This design comes from an exercise in tuning for small area, a short achievable clock period and few clock cycles per item on the open sky130 flow, not from production work. In this exercise RTL edits were held to simulation tests only and were not proved equivalent to the original.

File: flow/config.mk
export PLATFORM = sky130hd
export DESIGN_NAME = rgb_to_hue_saturation_top
export DESIGN_NICKNAME = rgb_to_hue_saturation_top
export VERILOG_FILES = /design/flow/design.v
export SDC_FILE = /design/flow/constraint.sdc
export NUM_CORES = 4
export LEC_CHECK = 0
export CAP_MARGIN = 20
export CORE_MARGIN = 2
export CORE_UTILIZATION = 40
export CTS_BUF_LIST = sky130_fd_sc_hd__clkbuf_4 sky130_fd_sc_hd__clkbuf_8
export CTS_CLUSTER_DIAMETER = 80
export CTS_CLUSTER_SIZE = 20
export SETUP_SLACK_MARGIN = 2.6
export SLEW_MARGIN = 20
File: flow/constraint.sdc
create_clock -name core_clock -period 5.5 [get_ports {i_clk}]
set_input_delay 1.1000 -clock core_clock [delete_from_list [all_inputs] [get_ports {i_clk}]]
set_output_delay 1.1000 -clock core_clock [all_outputs]
set_load 0.01 [all_outputs]
File: flow/design.v
`timescale 1ns / 1ps
`default_nettype none
module rgb_to_hue_saturation_top (
    input  logic       i_clk,
    input  logic       i_rst_n,
    input  logic       i_valid,
    output logic       o_ready,
    input  logic [7:0] i_red,
    input  logic [7:0] i_green,
    input  logic [7:0] i_blue,
    output logic       o_valid,
    input  logic       i_ready,
    output logic [7:0] o_hue,
    output logic [7:0] o_saturation
);
    logic w_en;
    logic [9:0] r_vld;
    logic [0:0] w_c_rg_0;
    logic [0:0] w_c_rb_0;
    logic [0:0] w_c_gb_0;
    logic [7:0] r1_B;
    logic [7:0] r1_G;
    logic [7:0] r1_R;
    logic [0:0] r1_c_gb;
    logic [0:0] r1_c_rb;
    logic [0:0] r1_c_rg;
    logic [0:0] w_rmx_0;
    logic [0:0] w_gmx_0;
    logic [2:0] w_j_0;
    logic [7:0] w_vmx_0;
    logic [7:0] w_vmn_0;
    logic [7:0] w_vmd_0;
    logic [0:0] w_odd_0;
    logic [7:0] w_ra_0;
    logic [7:0] w_rb_0;
    logic [7:0] w_d_0;
    logic [7:0] w_rp_0;
    logic [0:0] w_nzd_0;
    logic [0:0] w_nzr_0;
    logic [7:0] w_mx_0;
    logic [7:0] r2_d;
    logic [2:0] r2_j;
    logic [7:0] r2_mx;
    logic [0:0] r2_nzd;
    logic [0:0] r2_nzr;
    logic [7:0] r2_rp;
    logic [2:0] w_cs_0;
    logic [2:0] w_ch_0;
    logic [0:0] w_hl1_0;
    logic [0:0] w_hl2_0;
    logic [0:0] w_hl3_0;
    logic [0:0] w_hl4_0;
    logic [0:0] w_hl5_0;
    logic [0:0] w_hl6_0;
    logic [8:0] w_hh9_0;
    logic [8:0] w_sh9_0;
    logic [9:0] w_hdf_0;
    logic [9:0] w_sdf_0;
    logic [0:0] w_hq7_0;
    logic [0:0] w_sq7_0;
    logic [7:0] w_hr7_0;
    logic [7:0] w_sr7_0;
    logic [8:0] w_hh9_1;
    logic [7:0] w_sr_0;
    logic [2:0] w_hm_0;
    logic [7:0] r3_d;
    logic [8:0] r3_hh9;
    logic [0:0] r3_hl1;
    logic [0:0] r3_hl2;
    logic [0:0] r3_hl3;
    logic [0:0] r3_hl4;
    logic [0:0] r3_hl5;
    logic [2:0] r3_hm;
    logic [2:0] r3_j;
    logic [7:0] r3_mx;
    logic [0:0] r3_sq7;
    logic [7:0] r3_sr;
    logic [8:0] w_sh9_1;
    logic [9:0] w_hdf_1;
    logic [9:0] w_sdf_1;
    logic [0:0] w_hq6_0;
    logic [0:0] w_sq6_0;
    logic [7:0] w_hr6_0;
    logic [7:0] w_sr6_0;
    logic [8:0] w_hh9_2;
    logic [7:0] w_sr_1;
    logic [0:0] w_hb6_0;
    logic [1:0] w_ha6_0;
    logic [2:0] w_hm_1;
    logic [7:0] r4_d;
    logic [8:0] r4_hh9;
    logic [0:0] r4_hl1;
    logic [0:0] r4_hl2;
    logic [0:0] r4_hl3;
    logic [0:0] r4_hl4;
    logic [2:0] r4_hm;
    logic [2:0] r4_j;
    logic [7:0] r4_mx;
    logic [0:0] r4_sq6;
    logic [0:0] r4_sq7;
    logic [7:0] r4_sr;
    logic [8:0] w_sh9_2;
    logic [9:0] w_hdf_2;
    logic [9:0] w_sdf_2;
    logic [0:0] w_hq5_0;
    logic [0:0] w_sq5_0;
    logic [7:0] w_hr5_0;
    logic [7:0] w_sr5_0;
    logic [8:0] w_hh9_3;
    logic [7:0] w_sr_2;
    logic [0:0] w_hb5_0;
    logic [1:0] w_ha5_0;
    logic [2:0] w_hm_2;
    logic [7:0] r5_d;
    logic [0:0] r5_hb5;
    logic [8:0] r5_hh9;
    logic [0:0] r5_hl1;
    logic [0:0] r5_hl2;
    logic [0:0] r5_hl3;
    logic [2:0] r5_hm;
    logic [2:0] r5_j;
    logic [7:0] r5_mx;
    logic [0:0] r5_sq5;
    logic [0:0] r5_sq6;
    logic [0:0] r5_sq7;
    logic [7:0] r5_sr;
    logic [8:0] w_sh9_3;
    logic [9:0] w_hdf_3;
    logic [9:0] w_sdf_3;
    logic [0:0] w_hq4_0;
    logic [0:0] w_sq4_0;
    logic [7:0] w_hr4_0;
    logic [7:0] w_sr4_0;
    logic [8:0] w_hh9_4;
    logic [7:0] w_sr_3;
    logic [0:0] w_hb4_0;
    logic [1:0] w_ha4_0;
    logic [2:0] w_hm_3;
    logic [7:0] r6_d;
    logic [0:0] r6_hb4;
    logic [0:0] r6_hb5;
    logic [8:0] r6_hh9;
    logic [0:0] r6_hl1;
    logic [0:0] r6_hl2;
    logic [2:0] r6_hm;
    logic [2:0] r6_j;
    logic [7:0] r6_mx;
    logic [0:0] r6_sq4;
    logic [0:0] r6_sq5;
    logic [0:0] r6_sq6;
    logic [0:0] r6_sq7;
    logic [7:0] r6_sr;
    logic [8:0] w_sh9_4;
    logic [9:0] w_hdf_4;
    logic [9:0] w_sdf_4;
    logic [0:0] w_hq3_0;
    logic [0:0] w_sq3_0;
    logic [7:0] w_hr3_0;
    logic [7:0] w_sr3_0;
    logic [8:0] w_hh9_5;
    logic [7:0] w_sr_4;
    logic [0:0] w_hb3_0;
    logic [1:0] w_ha3_0;
    logic [2:0] w_hm_4;
    logic [7:0] r7_d;
    logic [0:0] r7_hb3;
    logic [0:0] r7_hb4;
    logic [0:0] r7_hb5;
    logic [8:0] r7_hh9;
    logic [0:0] r7_hl1;
    logic [2:0] r7_hm;
    logic [2:0] r7_j;
    logic [7:0] r7_mx;
    logic [0:0] r7_sq3;
    logic [0:0] r7_sq4;
    logic [0:0] r7_sq5;
    logic [0:0] r7_sq6;
    logic [0:0] r7_sq7;
    logic [7:0] r7_sr;
    logic [8:0] w_sh9_5;
    logic [9:0] w_hdf_5;
    logic [9:0] w_sdf_5;
    logic [0:0] w_hq2_0;
    logic [0:0] w_sq2_0;
    logic [7:0] w_hr2_0;
    logic [7:0] w_sr2_0;
    logic [8:0] w_hh9_6;
    logic [7:0] w_sr_5;
    logic [0:0] w_hb2_0;
    logic [1:0] w_ha2_0;
    logic [2:0] w_hm_5;
    logic [7:0] r8_d;
    logic [0:0] r8_hb2;
    logic [0:0] r8_hb3;
    logic [0:0] r8_hb4;
    logic [0:0] r8_hb5;
    logic [8:0] r8_hh9;
    logic [2:0] r8_hm;
    logic [2:0] r8_j;
    logic [7:0] r8_mx;
    logic [0:0] r8_sq2;
    logic [0:0] r8_sq3;
    logic [0:0] r8_sq4;
    logic [0:0] r8_sq5;
    logic [0:0] r8_sq6;
    logic [0:0] r8_sq7;
    logic [7:0] r8_sr;
    logic [8:0] w_sh9_6;
    logic [9:0] w_hdf_6;
    logic [9:0] w_sdf_6;
    logic [0:0] w_hq1_0;
    logic [0:0] w_sq1_0;
    logic [7:0] w_hr1_0;
    logic [7:0] w_sr1_0;
    logic [8:0] w_hh9_7;
    logic [7:0] w_sr_6;
    logic [0:0] w_hb1_0;
    logic [1:0] w_ha1_0;
    logic [2:0] w_hm_6;
    logic [7:0] w_hB_0;
    logic [1:0] w_hmc_0;
    logic [7:0] r9_d;
    logic [7:0] r9_hB;
    logic [8:0] r9_hh9;
    logic [2:0] r9_hm;
    logic [1:0] r9_hmc;
    logic [7:0] r9_mx;
    logic [0:0] r9_sq1;
    logic [0:0] r9_sq2;
    logic [0:0] r9_sq3;
    logic [0:0] r9_sq4;
    logic [0:0] r9_sq5;
    logic [0:0] r9_sq6;
    logic [0:0] r9_sq7;
    logic [7:0] r9_sr;
    logic [8:0] w_sh9_7;
    logic [9:0] w_hdf_7;
    logic [9:0] w_sdf_7;
    logic [0:0] w_hq0_0;
    logic [0:0] w_sq0_0;
    logic [0:0] w_z_0;
    logic [0:0] w_hb0_0;
    logic [2:0] w_hm0_0;
    logic [2:0] w_hm1_0;
    logic [0:0] w_hc0_0;
    logic [7:0] w_hu0_0;
    logic [0:0] w_hc1_0;
    logic [7:0] w_hu1_0;
    logic [7:0] w_hue_0;
    logic [7:0] w_sat_0;
    logic [7:0] r10_hue;
    logic [7:0] r10_sat;
    assign w_en    = !r_vld[9] || i_ready;
    assign o_ready = w_en;
    assign w_c_rg_0 = i_red >= i_green;
    assign w_c_rb_0 = i_red >= i_blue;
    assign w_c_gb_0 = i_green >= i_blue;
    assign w_rmx_0 = r1_c_rg & r1_c_rb;
    assign w_gmx_0 = !r1_c_rg & r1_c_gb;
    assign w_j_0 = w_rmx_0 ? (r1_c_gb ? 3'd0 : 3'd5) : (w_gmx_0 ? (r1_c_rb ? 3'd1 : 3'd2) : (r1_c_rg ? 3'd4 : 3'd3));
    assign w_vmx_0 = w_rmx_0 ? r1_R : (w_gmx_0 ? r1_G : r1_B);
    assign w_vmn_0 = (!r1_c_rg & !r1_c_rb) ? r1_R : ((r1_c_rg & !r1_c_gb) ? r1_G : r1_B);
    assign w_vmd_0 = (r1_c_rg ^ r1_c_rb) ? r1_R : ((r1_c_rg ^ !r1_c_gb) ? r1_G : r1_B);
    assign w_odd_0 = w_rmx_0 ? !r1_c_gb : (w_gmx_0 ? r1_c_rb : !r1_c_rg);
    assign w_ra_0 = w_odd_0 ? w_vmx_0 : w_vmd_0;
    assign w_rb_0 = w_odd_0 ? w_vmd_0 : w_vmn_0;
    assign w_d_0 = w_vmx_0 - w_vmn_0;
    assign w_rp_0 = w_ra_0 - w_rb_0;
    assign w_nzd_0 = w_vmx_0[5:0] != w_vmn_0[5:0];
    assign w_nzr_0 = w_ra_0[5:0] != w_rb_0[5:0];
    assign w_mx_0 = w_vmx_0 | {7'b0, (w_vmx_0 == 8'd0)};
    assign w_cs_0 = 3'(r2_d[7:6]) + 3'(r2_nzd);
    assign w_ch_0 = 3'(r2_rp[7:6]) + 3'(r2_nzr);
    assign w_hl1_0 = r2_rp[0];
    assign w_hl2_0 = r2_rp[1] ^ (|r2_rp[0:0]);
    assign w_hl3_0 = r2_rp[2] ^ (|r2_rp[1:0]);
    assign w_hl4_0 = r2_rp[3] ^ (|r2_rp[2:0]);
    assign w_hl5_0 = r2_rp[4] ^ (|r2_rp[3:0]);
    assign w_hl6_0 = r2_rp[5] ^ (|r2_rp[4:0]);
    assign w_hh9_0 = {r2_rp, 1'b0} - 9'(w_ch_0);
    assign w_sh9_0 = {r2_d, 1'b0} - 9'(w_cs_0);
    assign w_hdf_0 = {1'b0, r2_rp, 1'b0} - {2'b0, r2_d} - 10'(w_ch_0);
    assign w_sdf_0 = {1'b0, r2_d, 1'b0} - {2'b0, r2_mx} - 10'(w_cs_0);
    assign w_hq7_0 = !w_hdf_0[9];
    assign w_sq7_0 = !w_sdf_0[9];
    assign w_hr7_0 = w_hdf_0[9] ? w_hh9_0[7:0] : w_hdf_0[7:0];
    assign w_sr7_0 = w_sdf_0[9] ? w_sh9_0[7:0] : w_sdf_0[7:0];
    assign w_hh9_1 = {w_hr7_0, w_hl6_0};
    assign w_sr_0 = w_sr7_0;
    assign w_hm_0 = {2'b0, w_hq7_0};
    assign w_sh9_1 = {r3_sr, (r3_d[5] ^ (|r3_d[4:0]))};
    assign w_hdf_1 = {1'b0, r3_hh9} - {2'b0, r3_d};
    assign w_sdf_1 = {1'b0, w_sh9_1} - {2'b0, r3_mx};
    assign w_hq6_0 = !w_hdf_1[9];
    assign w_sq6_0 = !w_sdf_1[9];
    assign w_hr6_0 = w_hdf_1[9] ? r3_hh9[7:0] : w_hdf_1[7:0];
    assign w_sr6_0 = w_sdf_1[9] ? w_sh9_1[7:0] : w_sdf_1[7:0];
    assign w_hh9_2 = {w_hr6_0, r3_hl5};
    assign w_sr_1 = w_sr6_0;
    assign w_hb6_0 = r3_hm >= 3'd3;
    assign w_ha6_0 = 2'(w_hb6_0 ? r3_hm - 3'd3 : r3_hm);
    assign w_hm_1 = {w_ha6_0, w_hq6_0};
    assign w_sh9_2 = {r4_sr, (r4_d[4] ^ (|r4_d[3:0]))};
    assign w_hdf_2 = {1'b0, r4_hh9} - {2'b0, r4_d};
    assign w_sdf_2 = {1'b0, w_sh9_2} - {2'b0, r4_mx};
    assign w_hq5_0 = !w_hdf_2[9];
    assign w_sq5_0 = !w_sdf_2[9];
    assign w_hr5_0 = w_hdf_2[9] ? r4_hh9[7:0] : w_hdf_2[7:0];
    assign w_sr5_0 = w_sdf_2[9] ? w_sh9_2[7:0] : w_sdf_2[7:0];
    assign w_hh9_3 = {w_hr5_0, r4_hl4};
    assign w_sr_2 = w_sr5_0;
    assign w_hb5_0 = r4_hm >= 3'd3;
    assign w_ha5_0 = 2'(w_hb5_0 ? r4_hm - 3'd3 : r4_hm);
    assign w_hm_2 = {w_ha5_0, w_hq5_0};
    assign w_sh9_3 = {r5_sr, (r5_d[3] ^ (|r5_d[2:0]))};
    assign w_hdf_3 = {1'b0, r5_hh9} - {2'b0, r5_d};
    assign w_sdf_3 = {1'b0, w_sh9_3} - {2'b0, r5_mx};
    assign w_hq4_0 = !w_hdf_3[9];
    assign w_sq4_0 = !w_sdf_3[9];
    assign w_hr4_0 = w_hdf_3[9] ? r5_hh9[7:0] : w_hdf_3[7:0];
    assign w_sr4_0 = w_sdf_3[9] ? w_sh9_3[7:0] : w_sdf_3[7:0];
    assign w_hh9_4 = {w_hr4_0, r5_hl3};
    assign w_sr_3 = w_sr4_0;
    assign w_hb4_0 = r5_hm >= 3'd3;
    assign w_ha4_0 = 2'(w_hb4_0 ? r5_hm - 3'd3 : r5_hm);
    assign w_hm_3 = {w_ha4_0, w_hq4_0};
    assign w_sh9_4 = {r6_sr, (r6_d[2] ^ (|r6_d[1:0]))};
    assign w_hdf_4 = {1'b0, r6_hh9} - {2'b0, r6_d};
    assign w_sdf_4 = {1'b0, w_sh9_4} - {2'b0, r6_mx};
    assign w_hq3_0 = !w_hdf_4[9];
    assign w_sq3_0 = !w_sdf_4[9];
    assign w_hr3_0 = w_hdf_4[9] ? r6_hh9[7:0] : w_hdf_4[7:0];
    assign w_sr3_0 = w_sdf_4[9] ? w_sh9_4[7:0] : w_sdf_4[7:0];
    assign w_hh9_5 = {w_hr3_0, r6_hl2};
    assign w_sr_4 = w_sr3_0;
    assign w_hb3_0 = r6_hm >= 3'd3;
    assign w_ha3_0 = 2'(w_hb3_0 ? r6_hm - 3'd3 : r6_hm);
    assign w_hm_4 = {w_ha3_0, w_hq3_0};
    assign w_sh9_5 = {r7_sr, (r7_d[1] ^ (|r7_d[0:0]))};
    assign w_hdf_5 = {1'b0, r7_hh9} - {2'b0, r7_d};
    assign w_sdf_5 = {1'b0, w_sh9_5} - {2'b0, r7_mx};
    assign w_hq2_0 = !w_hdf_5[9];
    assign w_sq2_0 = !w_sdf_5[9];
    assign w_hr2_0 = w_hdf_5[9] ? r7_hh9[7:0] : w_hdf_5[7:0];
    assign w_sr2_0 = w_sdf_5[9] ? w_sh9_5[7:0] : w_sdf_5[7:0];
    assign w_hh9_6 = {w_hr2_0, r7_hl1};
    assign w_sr_5 = w_sr2_0;
    assign w_hb2_0 = r7_hm >= 3'd3;
    assign w_ha2_0 = 2'(w_hb2_0 ? r7_hm - 3'd3 : r7_hm);
    assign w_hm_5 = {w_ha2_0, w_hq2_0};
    assign w_sh9_6 = {r8_sr, r8_d[0]};
    assign w_hdf_6 = {1'b0, r8_hh9} - {2'b0, r8_d};
    assign w_sdf_6 = {1'b0, w_sh9_6} - {2'b0, r8_mx};
    assign w_hq1_0 = !w_hdf_6[9];
    assign w_sq1_0 = !w_sdf_6[9];
    assign w_hr1_0 = w_hdf_6[9] ? r8_hh9[7:0] : w_hdf_6[7:0];
    assign w_sr1_0 = w_sdf_6[9] ? w_sh9_6[7:0] : w_sdf_6[7:0];
    assign w_hh9_7 = {w_hr1_0, 1'b0};
    assign w_sr_6 = w_sr1_0;
    assign w_hb1_0 = r8_hm >= 3'd3;
    assign w_ha1_0 = 2'(w_hb1_0 ? r8_hm - 3'd3 : r8_hm);
    assign w_hm_6 = {w_ha1_0, w_hq1_0};
    assign w_hB_0 = (r8_j == 3'd0 ? 8'd0 : r8_j == 3'd1 ? 8'd42 : r8_j == 3'd2 ? 8'd85 : r8_j == 3'd3 ? 8'd127 : r8_j == 3'd4 ? 8'd169 : 8'd212) + {2'b0, r8_hb5, r8_hb4, r8_hb3, r8_hb2, w_hb1_0, 1'b0};
    assign w_hmc_0 = (r8_j == 3'd1 || r8_j == 3'd4) ? 2'd2 : (r8_j == 3'd2 || r8_j == 3'd5) ? 2'd1 : 2'd0;
    assign w_sh9_7 = {r9_sr, 1'b0};
    assign w_hdf_7 = {1'b0, r9_hh9} - {2'b0, r9_d};
    assign w_sdf_7 = {1'b0, w_sh9_7} - {2'b0, r9_mx};
    assign w_hq0_0 = !w_hdf_7[9];
    assign w_sq0_0 = !w_sdf_7[9];
    assign w_z_0 = r9_d == 8'd0;
    assign w_hb0_0 = r9_hm >= 3'd3;
    assign w_hm0_0 = 3'(w_hb0_0 ? {r9_hm, 1'b0} - 4'd6 : {r9_hm, 1'b0});
    assign w_hm1_0 = w_hm0_0 + 3'd1;
    assign w_hc0_0 = r9_hmc == 2'd2 ? (w_hm0_0 >= 3'd1) : r9_hmc == 2'd1 ? (w_hm0_0 >= 3'd5) : (w_hm0_0 >= 3'd3);
    assign w_hu0_0 = r9_hB + 8'(w_hb0_0) + 8'(w_hc0_0);
    assign w_hc1_0 = r9_hmc == 2'd2 ? (w_hm1_0 >= 3'd1) : r9_hmc == 2'd1 ? (w_hm1_0 >= 3'd5) : (w_hm1_0 >= 3'd3);
    assign w_hu1_0 = r9_hB + 8'(w_hb0_0) + 8'(w_hc1_0);
    assign w_hue_0 = w_z_0 ? 8'd0 : (w_hq0_0 ? w_hu1_0 : w_hu0_0);
    assign w_sat_0 = {r9_sq7, r9_sq6, r9_sq5, r9_sq4, r9_sq3, r9_sq2, r9_sq1, w_sq0_0};
    always_ff @(posedge i_clk) begin
        if (!i_rst_n) begin
            r_vld <= '0;
        end else if (w_en) begin
            r_vld <= {r_vld[8:0], i_valid};
        end
    end
    always_ff @(posedge i_clk) begin
        if (w_en) begin
            r1_B <= i_blue;
            r1_G <= i_green;
            r1_R <= i_red;
            r1_c_gb <= w_c_gb_0;
            r1_c_rb <= w_c_rb_0;
            r1_c_rg <= w_c_rg_0;
            r2_d <= w_d_0;
            r2_j <= w_j_0;
            r2_mx <= w_mx_0;
            r2_nzd <= w_nzd_0;
            r2_nzr <= w_nzr_0;
            r2_rp <= w_rp_0;
            r3_d <= r2_d;
            r3_hh9 <= w_hh9_1;
            r3_hl1 <= w_hl1_0;
            r3_hl2 <= w_hl2_0;
            r3_hl3 <= w_hl3_0;
            r3_hl4 <= w_hl4_0;
            r3_hl5 <= w_hl5_0;
            r3_hm <= w_hm_0;
            r3_j <= r2_j;
            r3_mx <= r2_mx;
            r3_sq7 <= w_sq7_0;
            r3_sr <= w_sr_0;
            r4_d <= r3_d;
            r4_hh9 <= w_hh9_2;
            r4_hl1 <= r3_hl1;
            r4_hl2 <= r3_hl2;
            r4_hl3 <= r3_hl3;
            r4_hl4 <= r3_hl4;
            r4_hm <= w_hm_1;
            r4_j <= r3_j;
            r4_mx <= r3_mx;
            r4_sq6 <= w_sq6_0;
            r4_sq7 <= r3_sq7;
            r4_sr <= w_sr_1;
            r5_d <= r4_d;
            r5_hb5 <= w_hb5_0;
            r5_hh9 <= w_hh9_3;
            r5_hl1 <= r4_hl1;
            r5_hl2 <= r4_hl2;
            r5_hl3 <= r4_hl3;
            r5_hm <= w_hm_2;
            r5_j <= r4_j;
            r5_mx <= r4_mx;
            r5_sq5 <= w_sq5_0;
            r5_sq6 <= r4_sq6;
            r5_sq7 <= r4_sq7;
            r5_sr <= w_sr_2;
            r6_d <= r5_d;
            r6_hb4 <= w_hb4_0;
            r6_hb5 <= r5_hb5;
            r6_hh9 <= w_hh9_4;
            r6_hl1 <= r5_hl1;
            r6_hl2 <= r5_hl2;
            r6_hm <= w_hm_3;
            r6_j <= r5_j;
            r6_mx <= r5_mx;
            r6_sq4 <= w_sq4_0;
            r6_sq5 <= r5_sq5;
            r6_sq6 <= r5_sq6;
            r6_sq7 <= r5_sq7;
            r6_sr <= w_sr_3;
            r7_d <= r6_d;
            r7_hb3 <= w_hb3_0;
            r7_hb4 <= r6_hb4;
            r7_hb5 <= r6_hb5;
            r7_hh9 <= w_hh9_5;
            r7_hl1 <= r6_hl1;
            r7_hm <= w_hm_4;
            r7_j <= r6_j;
            r7_mx <= r6_mx;
            r7_sq3 <= w_sq3_0;
            r7_sq4 <= r6_sq4;
            r7_sq5 <= r6_sq5;
            r7_sq6 <= r6_sq6;
            r7_sq7 <= r6_sq7;
            r7_sr <= w_sr_4;
            r8_d <= r7_d;
            r8_hb2 <= w_hb2_0;
            r8_hb3 <= r7_hb3;
            r8_hb4 <= r7_hb4;
            r8_hb5 <= r7_hb5;
            r8_hh9 <= w_hh9_6;
            r8_hm <= w_hm_5;
            r8_j <= r7_j;
            r8_mx <= r7_mx;
            r8_sq2 <= w_sq2_0;
            r8_sq3 <= r7_sq3;
            r8_sq4 <= r7_sq4;
            r8_sq5 <= r7_sq5;
            r8_sq6 <= r7_sq6;
            r8_sq7 <= r7_sq7;
            r8_sr <= w_sr_5;
            r9_d <= r8_d;
            r9_hB <= w_hB_0;
            r9_hh9 <= w_hh9_7;
            r9_hm <= w_hm_6;
            r9_hmc <= w_hmc_0;
            r9_mx <= r8_mx;
            r9_sq1 <= w_sq1_0;
            r9_sq2 <= r8_sq2;
            r9_sq3 <= r8_sq3;
            r9_sq4 <= r8_sq4;
            r9_sq5 <= r8_sq5;
            r9_sq6 <= r8_sq6;
            r9_sq7 <= r8_sq7;
            r9_sr <= w_sr_6;
            r10_hue <= w_hue_0;
            r10_sat <= w_sat_0;
        end
    end
    assign o_valid      = r_vld[9];
    assign o_hue        = r10_hue;
    assign o_saturation = r10_sat;
endmodule
`default_nettype wire
File: flow/run.sh
#!/bin/bash
# synth_recipe.tcl (not shown) runs the flow's synth.tcl, then flattens the netlist and writes it again
# the make line also repeats each setting of config.mk as NAME=value (left out here)
make -C /OpenROAD-flow-scripts/flow DESIGN_CONFIG=/design/flow/config.mk WORK_HOME=/design/flow/orfs CLKGATE_MAP_FILE= SYNTH_SCRIPT=/design/flow/synth_recipe.tcl finish
==> Implementation_results.wiki, run 1 <==
{| class="wikitable"
! Metric !! Value
|-
| Required time of the worst setup path || ~6 ns
|-
| Final Hold Violating Endpoints || 0
|-
| Share of the clock period used by the worst path || 0.524
|-
| Total DRC errors in the routed layout || 0
|-
| Critical path buffers and inverters || 1
|-
| Horiz. Die Dim || 242 microns
|-
| Final core area utilization || 0.457
|-
| TritonCTS clock tree || built
|-
| Rel. slew slack || 0.317
|-
| Wire length of the first global-routing pass || 65100 microns
|-
| Worst Skew || 0.0215 ns
|-
| Register clock-pin slew on the reported worst setup and hold paths || 0.11 ns
|-
| Aggregate routed wire length || roughly 39000 microns
|-
| Area occupied by registers || ~12000 sq um
|-
| Fraction of the mapped netlist area in adder cells || 0.132
|-
| Total CTS buffers || 28
|-
| Total global routing overflow || 0
|-
| Final setup vio count || 0
|-
| Mux share of post-synthesis cell area || 0.0579
|-
| Hold WC Path Type || reg -> reg
|-
| Slowest cell on the critical path || sky130_fd_sc_hd__edfxtp_1
|-
| Via density per instance || 4.98
|-
| FFs w/ async S/R, synth || 0
|-
| Synth Net Count || around 2200
|-
| Combined area of all synthesized cells || 22700 sq um
|-
| Count of mapped cells out of synthesis || slightly below 2000
|-
| Main combinational cell family by area after synthesis || adder cells
|-
| Maximum number of buffers from clock root to sink || 3
|-
| Top FF cell, synth || sky130_fd_sc_hd__edfxtp_1
|-
| Top-level port count || 46
|-
| Avg Inst Size Synth || between 10 and 15 sq um
|-
| CP arrival || between 3 and 4 ns
|-
| Startpoint type of the worst setup path || flip-flop
|-
| Delay of the slowest cell on the worst path || between 0.5 and 0.6 ns
|-
| Largest cells by area after synthesis || sky130_fd_sc_hd__edfxtp_1, sky130_fd_sc_hd__ha_1, sky130_fd_sc_hd__inv_1, sky130_fd_sc_hd__mux2i_1, sky130_fd_sc_hd__mux2_2
|-
| Number of enable-type register cells in the synthesized netlist || ~400
|-
| Total number of clock tree sinks || approximately 410
|-
| Share of Yosys cell area claimed by the top area cell type || 0.531
|-
| Cell type with the highest aggregate area in the netlist || sky130_fd_sc_hd__edfxtp_1
|-
| Antenna Cells || 0
|-
| Multi-input combinational cell area || 9900 sq um
|-
| Syn. warnings || 1
|-
| Max Slew Vio Count || 0
|-
| Cell type group with the largest total delay on the critical path || adder cells
|-
| Maxcap violations || 0
|-
| Tightest hold margin || 0.418 ns
|-
| Estimated wirelength of the detail-placed design || 27700 microns
|-
| Fillers || 5104
|-
| Vias in the first global route || between 10000 and 15000
|-
| Final Net Count || between 2000 and 2500
|-
| Final standard cell count with taps included and fillers excluded || between 2000 and 3000
|-
| Root buf cell || sky130_fd_sc_hd__clkbuf_8
|-
| WS Path Type || reg -> reg
|-
| # rows || 87
|-
| Maximum frequency from static timing analysis || around 350 MHz
|-
| DR WL/cell || around 14 microns
|-
| Number of H-tree levels || 1
|-
| Hold_buf cts || 0
|-
| Unique cell type count in the Yosys netlist || 65
|-
| Post-synthesis sequential area ratio || 0.539
|-
| Final critical path time including I/O delays and setup || 2.88 ns
|-
| Layout-stage area growth over the synthesis result || 13.3%
|-
| Area of the core || between 50000 and 60000 sq um
|-
| Clock latency reported for the late side of the worst-skew pair || about 0.64 ns
|-
| XOR/XNOR Fraction of Synth Area || 0.0309
|-
| Slew at the pin closest to its max-slew limit || about 1.0 ns
|-
| Area enclosed by the die boundary || 58700 sq um
|-
| Maximum number of pins on one net before global-route repair || 79
|-
| Initial antenna violation count || 0
|-
| Count of vias placed by the detailed router || 14025
|-
| Number of detailed-route iterations in the first pass || 4
|-
| Flop2flop setup slack || about 2.6 ns
|-
| Setup TNS || 0 ns
|-
| Placed cell count || 2708
|-
| CP Max Fanout || 19
|-
| Status || complete, no violations
|-
| Synthesized-area fraction occupied by ao, oa, aoi and oai cells || 0.0983
|-
| Port-buffer cells || 45
|-
| All-Layer GR Usage || 0.131
|-
| RSZ-0062 raised after global routing || true
|-
| Initial standard-cell utilization of the core || 0.403
|-
| Critical path endpoint category || flip-flop
|-
| Critical path, cell by cell || ha_4 -> a21oi_4 -> o21ai_4 -> nand2_4 -> buf_6 -> mux2_2 -> ha_4 -> or2_2 -> a21oi_1 -> a21oi_1 -> xnor2_1
|-
| First DRT Iteration DRCs || about 500
|-
| Seq cells post-synth || 411
|-
| Layout cells sized above 1 || 0.125
|-
| Post-route antenna net violation count || 0
|-
| Simple logic cell fraction of the synthesized area || 0.0937
|-
| Die extent in y || between 200 and 250 microns
|-
| Gpl congestion || 0.841
|}
-- synth_stat cells (5+ instances only) --
cell,n
sky130_fd_sc_hd__a211o_1,6
sky130_fd_sc_hd__buf_2,6
sky130_fd_sc_hd__clkbuf_1,10
sky130_fd_sc_hd__nor2b_1,42
sky130_fd_sc_hd__xnor2_1,58
sky130_fd_sc_hd__fa_1,20
sky130_fd_sc_hd__nor3_1,58
sky130_fd_sc_hd__or4_1,6
sky130_fd_sc_hd__a211oi_1,20
sky130_fd_sc_hd__nand3b_1,11
sky130_fd_sc_hd__buf_1,6
sky130_fd_sc_hd__a311oi_1,11
sky130_fd_sc_hd__o211ai_1,9
sky130_fd_sc_hd__and3_1,8
sky130_fd_sc_hd__o21ai_0,79
sky130_fd_sc_hd__o21a_1,10
sky130_fd_sc_hd__nor3b_1,6
sky130_fd_sc_hd__a21o_1,26
sky130_fd_sc_hd__edfxtp_1,401
sky130_fd_sc_hd__a21boi_0,31
sky130_fd_sc_hd__nand2_2,5
sky130_fd_sc_hd__nand3_1,15
sky130_fd_sc_hd__xor2_1,22
sky130_fd_sc_hd__mux2_2,50
sky130_fd_sc_hd__a21oi_1,87
sky130_fd_sc_hd__o21bai_1,7
sky130_fd_sc_hd__inv_1,263
sky130_fd_sc_hd__o31ai_1,14
sky130_fd_sc_hd__nor2_1,118
sky130_fd_sc_hd__nand2b_1,17
sky130_fd_sc_hd__ha_1,208
sky130_fd_sc_hd__mux2i_1,72
sky130_fd_sc_hd__dfxtp_1,10
sky130_fd_sc_hd__a221oi_1,9
sky130_fd_sc_hd__nand2_1,150
-- timing repair --
action	CTS	global route
resized for setup	63	41
endpoints found under the setup margin	43	40
pin swaps	34	34
buffers inserted	39	22
gates cloned	2	0
-- kinds of logic (layout without fill, tap and decap cells) --
logic type	Yosys count	in the layout
adders and majority gates	228	228
muxes	124	124
AOI/OAI and AO/OA	340	340
xor gates and xnor gates	80	80
and+or+nand+nor	454	454
buffers and inverters	286	424
DFF	411	411
-- placed cells by master, fill, tap and decap left out, types with 9 or more instances in the layout --
cell type	synthesis	routed
sky130_fd_sc_hd__xnor2_1	58	57
sky130_fd_sc_hd__fa_1	20	17
sky130_fd_sc_hd__a21o_1	26	26
sky130_fd_sc_hd__a21boi_0	31	25
sky130_fd_sc_hd__dfxtp_1	10	10
sky130_fd_sc_hd__a221oi_1	9	9
sky130_fd_sc_hd__mux2_2	50	49
sky130_fd_sc_hd__a21oi_1	87	68
sky130_fd_sc_hd__ha_4	0	19
sky130_fd_sc_hd__nor3_1	58	58
sky130_fd_sc_hd__a211oi_1	20	19
sky130_fd_sc_hd__inv_1	263	258
sky130_fd_sc_hd__buf_4	0	62
sky130_fd_sc_hd__o21a_1	10	10
sky130_fd_sc_hd__mux2i_1	72	71
sky130_fd_sc_hd__ha_1	208	187
sky130_fd_sc_hd__nand3b_1	11	11
sky130_fd_sc_hd__o21ai_0	79	69
sky130_fd_sc_hd__nand3_1	15	14
sky130_fd_sc_hd__clkbuf_8	0	30
sky130_fd_sc_hd__nor2b_1	42	39
sky130_fd_sc_hd__nand2b_1	17	16
sky130_fd_sc_hd__clkdlybuf4s50_1	0	43
sky130_fd_sc_hd__edfxtp_1	401	401
sky130_fd_sc_hd__nor2_1	118	118
sky130_fd_sc_hd__nand2_1	150	149
sky130_fd_sc_hd__a311oi_1	11	11
sky130_fd_sc_hd__o211ai_1	9	9
sky130_fd_sc_hd__o31ai_1	14	14
sky130_fd_sc_hd__a21oi_2	1	18
sky130_fd_sc_hd__xor2_1	22	21
-- sequential cells by signal, indices dropped and copies added, names as in the netlist, 9 cells and up --
register and count:
r5_hh9 9, r8_hh9 9, r_vld 10, r6_hh9 9
r3_hh9 9, r7_hh9 9, r4_hh9 9
-- final timing paths --
check,startpoint,end,cells past startpoint
min,r6_sq6$_DFFE_PP_,r7_sq6$_DFFE_PP_,0
max reg2reg,r1_c_rg$_DFFE_PP_,r2_rp[7]$_DFFE_PP_,11
max,r1_c_rg$_DFFE_PP_,r2_rp[7]$_DFFE_PP_,11
min reg2reg,r6_sq6$_DFFE_PP_,r7_sq6$_DFFE_PP_,0
-- routing by layer --
metal  global-route usage  wire [microns]  up-vias
li1                     -               -     7115
met1                0.143           15700     6655
met2                0.255           20700      180
met3               0.0157            1230       75
met4               0.0516            1280        0
met5                    0               0        -
-- worst reg2reg max path, delay by kind of cell (launching register included) --
kind	cells	cell delay [ns]
compound gates	4	0.50
xor+xnor	1	0.12
fa+ha+maj	2	0.57
buf+inv	1	0.16
flops	1	0.52
mux	1	0.37
simple gates	2	0.41
-- through the flow --
| stage | setup WS [ns] | cell area, sq um |
|---|---|---|
| after floorplan | 2.35 | 22800 |
| after global placement | 1.49 | 24200 |
| after detailed placement | 1.47 | 24200 |
| after CTS | 2.57 | 25300 |
| after global routing | 2.46 | 25700 |
| final | 2.62 | 25700 |
-- layout make-up --
class | instances | area share
flip-flops and latches | 411 | 0.476
multi-input cells | 1226 | 0.385
inverters | 264 | 0.0396
repair buffers | 112 | 0.0386
well taps | 756 | 0.0368
clock buffers | 34 | 0.0172
clock inverters | 12 | 0.00526
repair inverters | 2 | 0.00127
Testbench counts, summed over its fixed seeds: cycles 16,080, items 16,000.
==> run 2: changes to the inputs <==
--- a/flow/config.mk
+++ b/flow/config.mk
@@ -14,2 +14,3 @@
 export SETUP_SLACK_MARGIN = 2.6
 export SLEW_MARGIN = 20
+export TNS_END_PERCENT = 20
==> run 2 against run 1 <==
  * Flip-flop and latch count is the same
  * Critical endpoint is now r2_rp[6]$_DFFE_PP_
  * Global-route usage is essentially flat
  * Clock skew up 0.0067 ns
  * Setup slack got worse by 0.072 ns
  * First-iteration DRC count increased by 30%
  * Non-clock buffer count down 10
  * Final cell count down 0.39%
  * Via count down 0.87%
==> Implementation_results.wiki, run 2 <==
{| class="wikitable"
! Metric !! Value
|-
| Worst Skew || roughly 0.028 ns
|-
| Most common library cell in the layout ignoring fill and taps || sky130_fd_sc_hd__edfxtp_1
|-
| Status || complete, no violations
|-
| FFs w/ async S/R, synth || 0
|-
| Port-buffer cells || 45
|-
| Slew at the pin closest to its max-slew limit || approximately 1.0 ns
|-
| Critical path, cell by cell || inv_2 -> ha_4 -> buf_4 -> o21ai_2 -> nand2_4 -> mux2_4 -> ha_4 -> fa_2 -> nor2b_1 -> o21ai_1 -> nand2b_1 -> a21o_1 -> a21oi_2 -> xnor2_1
|-
| Most frequent cell after synthesis || sky130_fd_sc_hd__edfxtp_1
|-
| Final critical path time including I/O delays and setup || ~3 ns
|-
| TritonCTS clock tree || built
|-
| Hold Crit Endpoint || r6_sq7$_DFFE_PP_
|-
| Required time of the worst setup path || 5.90 ns
|-
| Maximum number of pins on one net before global-route repair || 186
|-
| Number of detailed-route iterations in the first pass || 6
|-
| Number of enable-type register cells in the synthesized netlist || between 400 and 500
|-
| Delay of the slowest cell on the worst path || around 0.46 ns
|-
| WS Path Type || reg -> reg
|-
| RSZ-0062 raised after global routing || true
|-
| Share of Yosys cell area claimed by the top area cell type || 0.531
|-
| Slowest cell on the critical path || sky130_fd_sc_hd__edfxtp_1
|-
| Antenna Cells || 0
|-
| Cell type with the highest aggregate area in the netlist || sky130_fd_sc_hd__edfxtp_1
|-
| Initial antenna violation count || 0
|-
| Hold WC Path Type || reg -> reg
|-
| Final Net Count || approximately 2300
|-
| All-Layer GR Usage || 0.131
|-
| Flop2flop setup slack || 2.54 ns
|-
| Max Slew Vio Count || 0
|-
| Count of mapped cells out of synthesis || approximately 1900
|-
| Unique cell type count in the Yosys netlist || 65
|-
| Rel. slew slack || 0.321
|-
| Combined area of all synthesized cells || 22700 sq um
|-
| Number of H-tree levels || 1
|-
| Worst R2R Path Depth || 14
|-
| Largest cells by area after synthesis || sky130_fd_sc_hd__edfxtp_1, sky130_fd_sc_hd__ha_1, sky130_fd_sc_hd__inv_1, sky130_fd_sc_hd__mux2i_1, sky130_fd_sc_hd__mux2_2
|-
| Most flops, register || r_vld
|-
| Syn. warnings || 1
|-
| Aggregate routed wire length || ~39000 microns
|-
| Startpoint type of the worst setup path || flip-flop
|-
| Final setup vio count || 0
|-
| Gpl congestion || approximately 0.85
|-
| CP Max Fanout || 6
|-
| Clock latency reported for the late side of the worst-skew pair || 0.65 ns
|-
| Initial standard-cell utilization of the core || 0.403
|-
| Flip-flop count of the largest register, all copies and words added || 10
|-
| Capture point of the worst reg-to-reg path || r2_rp[6]$_DFFE_PP_
|-
| Worst-case setup slack after placement || 1.45 ns
|-
| Top-level port count || 46
|-
| Count of vias placed by the detailed router || 13903
|-
| Critical path buffers and inverters || 2
|-
| First DRT Iteration DRCs || about 650
|-
| Seq cells post-synth || roughly 400
|-
| Wire length of the first global-routing pass || 64900 microns
|-
| Root buf cell || sky130_fd_sc_hd__clkbuf_8
|-
| Worst hold path startpoint || r5_sq7$_DFFE_PP_
|-
| Layout-stage area growth over the synthesis result || 12.8%
|-
| Maximum frequency from static timing analysis || about 340 MHz
|-
| Total global routing overflow || 0
|-
| Post-synthesis sequential area ratio || 0.539
|-
| CP arrival || between 3 and 4 ns
|-
| Worst hold path stage count || 0
|-
| Dominant cell type by count on the critical path || sky130_fd_sc_hd__ha_4
|-
| Vias in the first global route || about 14000
|-
| Launch point of the worst reg-to-reg path || r1_c_rg$_DFFE_PP_
|-
| Critical path endpoint category || flip-flop
|-
| Area enclosed by the die boundary || 58700 sq um
|-
| Total CTS buffers || 27
|-
| Die extent in y || roughly 240 microns
|-
| Register clock-pin slew on the reported worst setup and hold paths || 0.11 ns
|-
| Final Hold Violating Endpoints || 0
|-
| Synth Net Count || 2179
|-
| Avg Inst Size Synth || between 10 and 15 sq um
|-
| # rows || 87
|-
| Top FF cell, synth || sky130_fd_sc_hd__edfxtp_1
|-
| Share of the clock period used by the worst path || 0.537
|-
| Estimated wirelength of the detail-placed design || approximately 27000 microns
|-
| Setup TNS || 0 ns
|-
| Hold_buf cts || 0
|-
| Area of the core || approximately 56000 sq um
|-
| Most frequent cells in the layout || sky130_fd_sc_hd__edfxtp_1, sky130_fd_sc_hd__inv_1, sky130_fd_sc_hd__ha_1
|-
| Maximum number of buffers from clock root to sink || 3
|-
| Via density per instance || 4.95
|-
| Cell type group with the largest total delay on the critical path || adder cells
|-
| Layout cells sized above 1 || 0.117
|-
| Total DRC errors in the routed layout || 0
|-
| PnR worst setup slack || 2.54 ns
|-
| Total number of clock tree sinks || a little over 400
|-
| DR WL/cell || between 10 and 15 microns
|-
| Ranking of synthesized cells by instance count || sky130_fd_sc_hd__edfxtp_1, sky130_fd_sc_hd__inv_1, sky130_fd_sc_hd__ha_1, sky130_fd_sc_hd__nand2_1, sky130_fd_sc_hd__nor2_1
|-
| Post-route antenna net violation count || 0
|-
| Horiz. Die Dim || 242 microns
|-
| Maxcap violations || 0
|}
-- run 2: cell counts after synthesis --
No cell type changed its count.
-- run 2: logic make-up after synthesis --
| family | after synthesis | synth area share |
|---|---|---|
| compound gates | 340 | 0.0983 |
| xor+xnor | 80 | 0.0309 |
| fa+ha+maj | 228 | 0.132 |
| buf+inv | 286 | 0.0476 |
| flops | 411 | 0.539 |
| mux | 124 | 0.0579 |
| simple gates | 454 | 0.0937 |
-- run 2: metrics by stage --
step,cell area (sq um),cells,hold slack [ns],util
after CTS,25200,2786,0.414,0.448
after global routing,25600,2806,0.418,0.455
after global placement,24100,2706,0.401,0.428
after floorplan,22700,1923,0.400,-
final,25600,2806,0.419,0.455
after detailed placement,24100,2706,0.405,0.428
-- run 2: how the worst max path moves through the flow --
| stage | slack [ns] | startpoint | end | depth (start not counted) |
|---|---|---|---|---|
| final | 2.54 | r1_c_rg$_DFFE_PP_ | r2_rp[6]$_DFFE_PP_ | 14 |
| after global routing | 2.39 | r3_d[2]$_DFFE_PP_ | r4_sr[6]$_DFFE_PP_ | 11 |
| after CTS | 2.46 | r9_d[4]$_DFFE_PP_ | r10_hue[4]$_SDFFCE_PN0P_ | 14 |
| after detailed placement | 1.45 | i_ready | o_ready | 4 |
| after global placement | 1.48 | i_ready | o_ready | 4 |
| after floorplan | 2.35 | i_ready | o_ready | 2 |
-- run 2: area by class of cell --
cell class / count / area [sq um]
Clock inverter: 11 / 186
Timing Repair inverter: 3 / 48.8
Fill cell: 5076 / 30700
Sequential cell: 411 / 12200
Tap cell: 756 / 946
Multi-Input combinational cell: 1226 / 9820
Inverter: 264 / 1020
Clock buffer: 33 / 429
Timing Repair Buffer: 102 / 922
-- run 2: what timing repair did --
| item | 4_1_cts | 5_1_grt |
|---|---|---|
| cloned | 3 | 0 |
| resized for setup | 57 | 52 |
| setup endpoints to repair | 45 | 52 |
| pin swaps | 16 | 35 |
| setup buffers | 33 | 20 |
-- run 2: routing by layer --
| metal | GRT usage | part of all wire | vias up |
|---|---|---|---|
| met5 | 0 | 0 | - |
| met4 | 0.0543 | 0.041 | 0 |
| met3 | 0.0210 | 0.031 | 77 |
| met2 | 0.248 | 0.52 | 181 |
| met1 | 0.145 | 0.41 | 6550 |
| li1 | - | - | 7095 |
==> run 3: changes to the inputs <==
--- a/flow/config.mk
+++ b/flow/config.mk
@@ -12,5 +12,4 @@
 export CTS_CLUSTER_DIAMETER = 80
 export CTS_CLUSTER_SIZE = 20
-export SETUP_SLACK_MARGIN = 2.6
+export SETUP_SLACK_MARGIN = 2.7
 export SLEW_MARGIN = 20
-export TNS_END_PERCENT = 20
==> run 3 against run 2 <==
  * Flip-flop and latch count did not move
  * Synthesized area did not move
  * Highest routed layer unchanged
  * Global-route usage rose by 0.22 points
  * Final cell count rose by 0.61%
  * Synthesized cell count did not move
  * Clock-buffer cell count fell by 4
  * Non-clock buffer count rose by 15
  * Still clean
  * Critical path type unchanged
  * Design area rose by 1.4%
  * Setup slack improved by 0.044 ns
  * Largest cell class unchanged
  * Wire length rose by 1.7%
==> Implementation_results.wiki, run 3 <==
{| class="wikitable"
! Metric !! Value
|-
| Status || complete, no violations
|-
| Number of H-tree levels || 1
|-
| Worst Skew || between 0.02 and 0.025 ns
|-
| Post-Place Cell Area || ~24000 sq um
|-
| Most frequent cell after synthesis || sky130_fd_sc_hd__edfxtp_1
|-
| Layout cells sized above 1 || 0.140
|-
| Syn. warnings || 1
|-
| Slowest cell on the critical path || sky130_fd_sc_hd__edfxtp_1
|-
| Number of detailed-route iterations in the first pass || 5
|-
| Number of enable-type register cells in the synthesized netlist || around 400
|-
| Register clock-pin slew on the reported worst setup and hold paths || around 0.12 ns
|-
| Stages on worst setup path || 10
|-
| Post-layout instance area || 26000 sq um
|-
| Top FF cell, synth || sky130_fd_sc_hd__edfxtp_1
|-
| Share of the clock period used by the worst path || 0.529
|-
| Top-level port count || 46
|-
| Share of Yosys cell area claimed by the top area cell type || 0.531
|-
| Post-synthesis sequential area ratio || 0.539
|-
| Rel. slew slack || 0.445
|-
| Via density per instance || 4.99
|-
| Hold WC Path Type || reg -> reg
|-
| Unique cell type count in the Yosys netlist || between 60 and 70
|-
| Avg Inst Size Synth || between 10 and 15 sq um
|-
| Hold_buf cts || 0
|-
| Vias in the first global route || around 14000
|-
| Flop2flop setup slack || 2.59 ns
|-
| Dominant cell type by count on the critical path || sky130_fd_sc_hd__ha_4
|-
| Final Net Count || around 2300
|-
| Wire length of the first global-routing pass || ~66000 microns
|-
| WS Path Type || reg -> reg
|-
| Seq cells post-synth || 411
|-
| Die extent in y || 242 microns
|-
| Count of vias placed by the detailed router || approximately 14000
|-
| All-Layer GR Usage || 0.133
|-
| # rows || between 80 and 90
|-
| Area enclosed by the die boundary || approximately 60000 sq um
|-
| Multi-input combinational cell area || 10000 sq um
|-
| Maxcap violations || 0
|-
| TritonCTS clock tree || built
|-
| Final critical path time including I/O delays and setup || roughly 2.9 ns
|-
| Count of mapped cells out of synthesis || about 1900
|-
| Area occupied by registers || roughly 12000 sq um
|-
| Clock latency reported for the late side of the worst-skew pair || approximately 0.65 ns
|-
| Layout-stage area growth over the synthesis result || 14.4%
|-
| Initial standard-cell utilization of the core || 0.403
|-
| Port-buffer cells || 45
|-
| Initial antenna violation count || 2
|-
| Worst setup path endpoint || r3_sr[0]$_DFFE_PP_
|-
| Worst hold path startpoint || r4_hl4$_DFFE_PP_
|-
| Maximum number of pins on one net before global-route repair || around 170
|-
| FFs w/ async S/R, synth || 0
|-
| RSZ-0062 raised after global routing || true
|-
| CP Max Fanout || 6
|-
| Maximum frequency from static timing analysis || approximately 340 MHz
|-
| Launch point of the worst reg-to-reg path || r2_d[6]$_DFFE_PP_
|-
| Post-route antenna net violation count || 0
|-
| DR WL/cell || ~14 microns
|-
| Slew at the pin closest to its max-slew limit || 0.833 ns
|-
| Estimated wirelength of the detail-placed design || between 20000 and 30000 microns
|-
| Capture point of the worst reg-to-reg path || r3_sr[0]$_DFFE_PP_
|-
| Fillers || between 5000 and 6000
|-
| Flip-flop count of the largest register, all copies and words added || 10
|-
| Cell type with the highest aggregate area in the netlist || sky130_fd_sc_hd__edfxtp_1
|-
| Required time of the worst setup path || around 5.9 ns
|-
| Start point of the critical path || r2_d[6]$_DFFE_PP_
|-
| Most common library cell in the layout ignoring fill and taps || sky130_fd_sc_hd__edfxtp_1
|-
| Cell type group with the largest total delay on the critical path || adder cells
|-
| Total number of clock tree sinks || roughly 410
|-
| Max Slew Vio Count || 0
|-
| Critical path, cell by cell || ha_4 -> ha_4 -> inv_2 -> fa_1 -> ha_4 -> a21oi_4 -> o21ai_2 -> a31o_4 -> a31oi_4 -> mux2_4
|-
| Total global routing overflow || 0
|-
| Largest cells by area after synthesis || sky130_fd_sc_hd__edfxtp_1, sky130_fd_sc_hd__ha_1, sky130_fd_sc_hd__inv_1, sky130_fd_sc_hd__mux2i_1, sky130_fd_sc_hd__mux2_2
|-
| Horiz. Die Dim || about 240 microns
|-
| Critical path endpoint category || flip-flop
|-
| Startpoint type of the worst setup path || flip-flop
|-
| CP arrival || about 3.3 ns
|-
| Critical path buffers and inverters || 1
|-
| Final Hold Violating Endpoints || 0
|-
| Worst R2R Path Depth || 10
|-
| First DRT Iteration DRCs || approximately 650
|-
| Combined area of all synthesized cells || around 23000 sq um
|-
| Total DRC errors in the routed layout || 0
|-
| Final setup vio count || 0
|-
| Aggregate routed wire length || 39800 microns
|-
| Setup TNS || 0 ns
|-
| Area of the core || around 56000 sq um
|-
| Synth Net Count || between 2000 and 2500
|-
| Total CTS buffers || 28
|-
| Root buf cell || sky130_fd_sc_hd__clkbuf_8
|-
| Delay of the slowest cell on the worst path || 0.46 ns
|-
| Most flops, register || r_vld
|-
| Ranking of synthesized cells by instance count || sky130_fd_sc_hd__edfxtp_1, sky130_fd_sc_hd__inv_1, sky130_fd_sc_hd__ha_1, sky130_fd_sc_hd__nand2_1, sky130_fd_sc_hd__nor2_1
|-
| Most frequent cells in the layout || sky130_fd_sc_hd__edfxtp_1, sky130_fd_sc_hd__inv_1, sky130_fd_sc_hd__ha_1
|-
| Gpl congestion || around 0.85
|-
| Maximum number of buffers from clock root to sink || 3
|}
-- run 3: per-stage QoR --
step           hold WS [ns]   util  cells  worst slack [ns]
2_1_floorplan         0.400      -   1923              2.35
4_1_cts               0.429  0.453   2797              2.57
3_3_place_gp          0.403  0.431   2706              1.56
5_1_grt               0.432  0.461   2823              2.48
3_5_place_dp          0.405  0.431   2706              1.56
6_report              0.427  0.461   2823              2.59
-- run 3: layout make-up --
| class | count | area share |
|---|---|---|
| diodes | 1 | 0.0000964 |
| flip-flops and latches | 411 | 0.472 |
| repair buffers | 117 | 0.0411 |
| repair inverters | 2 | 0.00125 |
| clock inverters | 16 | 0.00872 |
| clock buffers | 29 | 0.0151 |
| multi-input cells | 1227 | 0.386 |
| inverters | 264 | 0.0394 |
| well taps | 756 | 0.0364 |
-- run 3: layer usage --
metal  share of wire  vias up  wire, microns  global-route usage
li1                -     7140              -                   -
met1            0.41     6701          16400               0.149
met2            0.53      183          21200               0.260
met3           0.026       66           1020              0.0167
met4           0.030        0           1200              0.0443
met5               0        -              0                   0
-- run 3: worst min-delay path by stage --
stage / endpoint / slack, ns / depth (start not counted)
6_report: r5_hh9[0]$_DFFE_PP_ / 0.43 / 0
5_1_grt: r6_hh9[0]$_DFFE_PP_ / 0.43 / 0
4_1_cts: r6_hh9[0]$_DFFE_PP_ / 0.43 / 0
3_5_place_dp: r4_hl2$_DFFE_PP_ / 0.40 / 0
3_3_place_gp: r6_sq6$_DFFE_PP_ / 0.40 / 0
2_1_floorplan: r10_sat[1]$_DFFE_PP_ / 0.40 / 0
-- run 3: repair_timing --
item | CTS | global route
gates resized for setup | 56 | 72
endpoints found under the setup margin | 47 | 61
buffers inserted | 43 | 25
gates cloned | 3 | 0
pin swaps | 34 | 23
-- run 3: logic make-up after synthesis --
kind of cell    synth area share
simple gates              0.0937
flops                      0.539
compound gates            0.0983
buf+inv                   0.0476
fa+ha+maj                  0.132
mux                       0.0579
xor+xnor                  0.0309
==> run 4: changes to the inputs <==
--- a/flow/config.mk
+++ b/flow/config.mk
@@ -12,4 +12,4 @@
 export CTS_CLUSTER_DIAMETER = 80
 export CTS_CLUSTER_SIZE = 20
-export SETUP_SLACK_MARGIN = 2.7
+export SETUP_SLACK_MARGIN = 2.55
 export SLEW_MARGIN = 20
==> run 4 against run 3 <==
  * Global-route usage decreased by 0.47 points
  * Final cell count rose by 0.18%
  * Flip-flop and latch count is the same
  * Synthesized area stayed put
  * Maximum frequency rose by 0.25%
  * Design area decreased by 0.58%
  * Critical path depth grew 1
  * Die area unchanged
  * Sequential share of layout area rose by 0.27 points
  * Highest routed layer unchanged
==> Implementation_results.wiki, run 4 <==
{| class="wikitable"
! Metric !! Value
|-
| Status || complete, no violations
|-
| Maximum number of buffers from clock root to sink || 3
|-
| Final Net Count || ~2300
|-
| Total CTS buffers || 29
|-
| # rows || 87
|-
| Critical path, cell by cell || ha_4 -> ha_4 -> xnor2_4 -> buf_4 -> fa_1 -> a21o_1 -> a21oi_1 -> o21bai_1 -> a21oi_2 -> xor2_1 -> mux2i_1
|-
| Number of detailed-route iterations in the first pass || 5
|-
| TritonCTS clock tree || built
|-
| Most common library cell in the layout ignoring fill and taps || sky130_fd_sc_hd__edfxtp_1
|-
| Area enclosed by the die boundary || roughly 59000 sq um
|-
| WS Path Type || reg -> reg
|-
| Cell type with the highest aggregate area in the netlist || sky130_fd_sc_hd__edfxtp_1
|-
| Count of vias placed by the detailed router || between 10000 and 15000
|-
| Root buf cell || sky130_fd_sc_hd__clkbuf_8
|-
| Cell type group with the largest total delay on the critical path || adder cells
|-
| Slowest cell on the critical path || sky130_fd_sc_hd__edfxtp_1
|-
| Layout cells sized above 1 || 0.132
|-
| Post-synthesis sequential area ratio || 0.539
|-
| Clock latency reported for the late side of the worst-skew pair || 0.64 ns
|-
| All-Layer GR Usage || 0.129
|-
| Final standard cell count with taps included and fillers excluded || 2828
|-
| Horiz. Die Dim || between 200 and 250 microns
|-
| Avg Inst Size Synth || between 10 and 15 sq um
|-
| Dominant cell type by count on the critical path || sky130_fd_sc_hd__ha_4
|-
| Worst Skew || 0.0202 ns
|-
| Area of the core || between 50000 and 60000 sq um
|-
| Placed cell count || between 2000 and 3000
|-
| Flip-flop count of the largest register, all copies and words added || 10
|-
| First DRT Iteration DRCs || a little under 600
|-
| Final setup vio count || 0
|-
| CP arrival || approximately 3.3 ns
|-
| Top FF cell, synth || sky130_fd_sc_hd__edfxtp_1
|-
| Synth Net Count || 2179
|-
| Syn. warnings || 1
|-
| Maximum frequency from static timing analysis || 344 MHz
|-
| Max Slew Vio Count || 0
|-
| Total DRC errors in the routed layout || 0
|-
| Most flops, register || r_vld
|-
| Number of H-tree levels || 1
|-
| Hold WC Path Type || reg -> reg
|-
| Required time of the worst setup path || a little under 6 ns
|-
| Register clock-pin slew on the reported worst setup and hold paths || roughly 0.12 ns
|-
| Maxcap violations || 0
|-
| Combined area of all synthesized cells || about 23000 sq um
|-
| Die extent in y || between 200 and 250 microns
|-
| RSZ-0062 raised after global routing || true
|-
| Ranking of synthesized cells by instance count || sky130_fd_sc_hd__edfxtp_1, sky130_fd_sc_hd__inv_1, sky130_fd_sc_hd__ha_1, sky130_fd_sc_hd__nand2_1, sky130_fd_sc_hd__nor2_1
|-
| Critical path endpoint category || flip-flop
|-
| Setup TNS || 0 ns
|-
| Final critical path time including I/O delays and setup || just under 3 ns
|-
| Most frequent cell after synthesis || sky130_fd_sc_hd__edfxtp_1
|-
| DR WL/cell || 13.7 microns
|-
| Post-route antenna net violation count || 0
|-
| FFs w/ async S/R, synth || 0
|-
| Startpoint type of the worst setup path || flip-flop
|-
| Share of Yosys cell area claimed by the top area cell type || 0.531
|-
| Seq cells post-synth || ~410
|-
| Top-level port count || 46
|-
| Rel. slew slack || 0.352
|-
| Multi-input combinational cell area || just under 10000 sq um
|-
| Vias in the first global route || about 14000
|-
| Total number of clock tree sinks || 411
|-
| Most frequent cells in the layout || sky130_fd_sc_hd__edfxtp_1, sky130_fd_sc_hd__inv_1, sky130_fd_sc_hd__ha_1
|-
| Maximum number of pins on one net before global-route repair || approximately 170
|-
| Via density per instance || 4.94
|-
| Final Hold Violating Endpoints || 0
|-
| Delay of the slowest cell on the worst path || around 0.47 ns
|-
| Layout-stage area growth over the synthesis result || 13.7%
|-
| Largest cells by area after synthesis || sky130_fd_sc_hd__edfxtp_1, sky130_fd_sc_hd__ha_1, sky130_fd_sc_hd__inv_1, sky130_fd_sc_hd__mux2i_1, sky130_fd_sc_hd__mux2_2
|-
| Unique cell type count in the Yosys netlist || 65
|-
| Critical path buffers and inverters || 1
|-
| Final core area utilization || 0.459
|-
| Antenna Cells || 0
|-
| Initial standard-cell utilization of the core || 0.403
|-
| Share of the clock period used by the worst path || 0.528
|-
| Count of mapped cells out of synthesis || slightly below 2000
|-
| Estimated wirelength of the detail-placed design || between 20000 and 30000 microns
|-
| Area occupied by registers || approximately 12000 sq um
|-
| Number of enable-type register cells in the synthesized netlist || about 400
|-
| Slew at the pin closest to its max-slew limit || just under 1 ns
|-
| Gpl congestion || between 0.8 and 0.9
|-
| Wire length of the first global-routing pass || ~64000 microns
|-
| Aggregate routed wire length || between 30000 and 40000 microns
|-
| Fillers || ~5100
|-
| CP Max Fanout || 3
|-
| Port-buffer cells || 45
|-
| Hold_buf cts || 0
|-
| Total global routing overflow || 0
|-
| Initial antenna violation count || 0
|}
run 4: cell types whose count changed in the layout (fill, tap and decap cells not counted), moves of 3 or more:
cell                        before  now
sky130_fd_sc_hd__a21oi_1        62   66
sky130_fd_sc_hd__nor2b_2         4    1
sky130_fd_sc_hd__buf_6          12    5
sky130_fd_sc_hd__buf_4          58   66
sky130_fd_sc_hd__bufinv_16       4    1
sky130_fd_sc_hd__o21ai_0        68   72
sky130_fd_sc_hd__inv_6           5    0
sky130_fd_sc_hd__a21oi_2        23   20
sky130_fd_sc_hd__clkbuf_4        1    5
sky130_fd_sc_hd__o21ai_2         6    3
sky130_fd_sc_hd__inv_1         252  256
run 4: metrics by stage:
| stage | hold slack (ns) | worst slack [ns] | cell area, sq um |
|---|---|---|---|
| after floorplan | 0.400 | 2.35 | 22800 |
| after global placement | 0.401 | 1.53 | 24100 |
| after CTS | 0.408 | 2.49 | 25200 |
| after global routing | 0.412 | 2.44 | 25800 |
| final | 0.411 | 2.60 | 25800 |
| after detailed placement | 0.405 | 1.49 | 24100 |
run 4: timing repair:
item / in CTS / in global routing
pin swaps: 18 / 36
setup buffers: 26 / 42
endpoints found under the setup margin: 98 / 38
endpoints found under the hold margin: 0 / 0
resized for setup: 55 / 64
cloned: 2 / 0
run 4: cell type report:
type,instances,share of cell area
Timing Repair inverter,2,0.00126
Clock buffer,34,0.0169
Inverter,264,0.0394
Timing Repair Buffer,118,0.0408
Tap cell,756,0.0366
Multi-Input combinational cell,1226,0.384
Clock inverter,17,0.00654
Sequential cell,411,0.474
run 4: worst paths after layout:
path              slack (ns)  depth (start not counted)                  to                  start
setup / recovery        2.60                         11  r3_sr[6]$_DFFE_PP_      r2_d[6]$_DFFE_PP_
setup reg to reg        2.60                         11  r3_sr[6]$_DFFE_PP_      r2_d[6]$_DFFE_PP_
hold / removal          0.41                          0   r3_j[1]$_DFFE_PP_  r2_j[1]$_SDFFCE_PP0P_
hold reg to reg         0.41                          0   r3_j[1]$_DFFE_PP_  r2_j[1]$_SDFFCE_PP0P_
run 4: cells by family after synthesis:
logic type | count (synthesis) | synth area share
DFF | 411 | 0.539
xor gates and xnor gates | 80 | 0.0309
adders and majority gates | 228 | 0.132
AOI/OAI and AO/OA | 340 | 0.0983
muxes | 124 | 0.0579
and+or+nand+nor | 454 | 0.0937
buffers and inverters | 286 | 0.0476
run 4: per-layer routing:
layer,wire length [microns],up-vias,global-route usage
met5,0,-,0
met4,1260,0,0.0481
met3,1030,81,0.0160
met2,20700,175,0.252
met1,15800,6563,0.140
li1,-,7143,-

## separate check: timing with driven ports
Ports are ideal in the flow. The routed layouts listed here were re-timed in OpenROAD.
Step 1, drivers: a clkbuf_16 drives i_clk and a buf_2 each remaining input, both assumed.
Step 2 also shifts input and output timing later by t, the mid clock arrival at the registers, as if the neighbouring blocks saw the same clock.
a / b / c = ideal ports / drivers / drivers and shift; a / b = the first two.
run | t (ns) | setup WS [ns] | hold slack, ns | clock arrival spread, ns | worst data-port slew with drivers (ns)
run 1 | 0.684 | 2.617 / 2.617 / 2.377 | 0.418 / 0.418 / 0.418 | 0.024 / 0.024 | 0.03
run 2 | 0.685 | 2.545 / 2.529 / 2.386 | 0.419 / 0.419 / 0.419 | 0.044 / 0.044 | 0.03
run 3 | 0.692 | 2.589 / 2.589 / 2.389 | 0.427 / 0.427 / 0.427 | 0.028 / 0.028 | 0.03
run 4 | 0.680 | 2.596 / 2.583 / 2.259 | 0.411 / 0.411 / 0.411 | 0.020 / 0.021 | 0.03
After both steps every run listed still meets setup and hold. For run 4, which loses most, drivers alone change the setup slack by -0.013 ns; drivers and shift together by -0.337 ns.
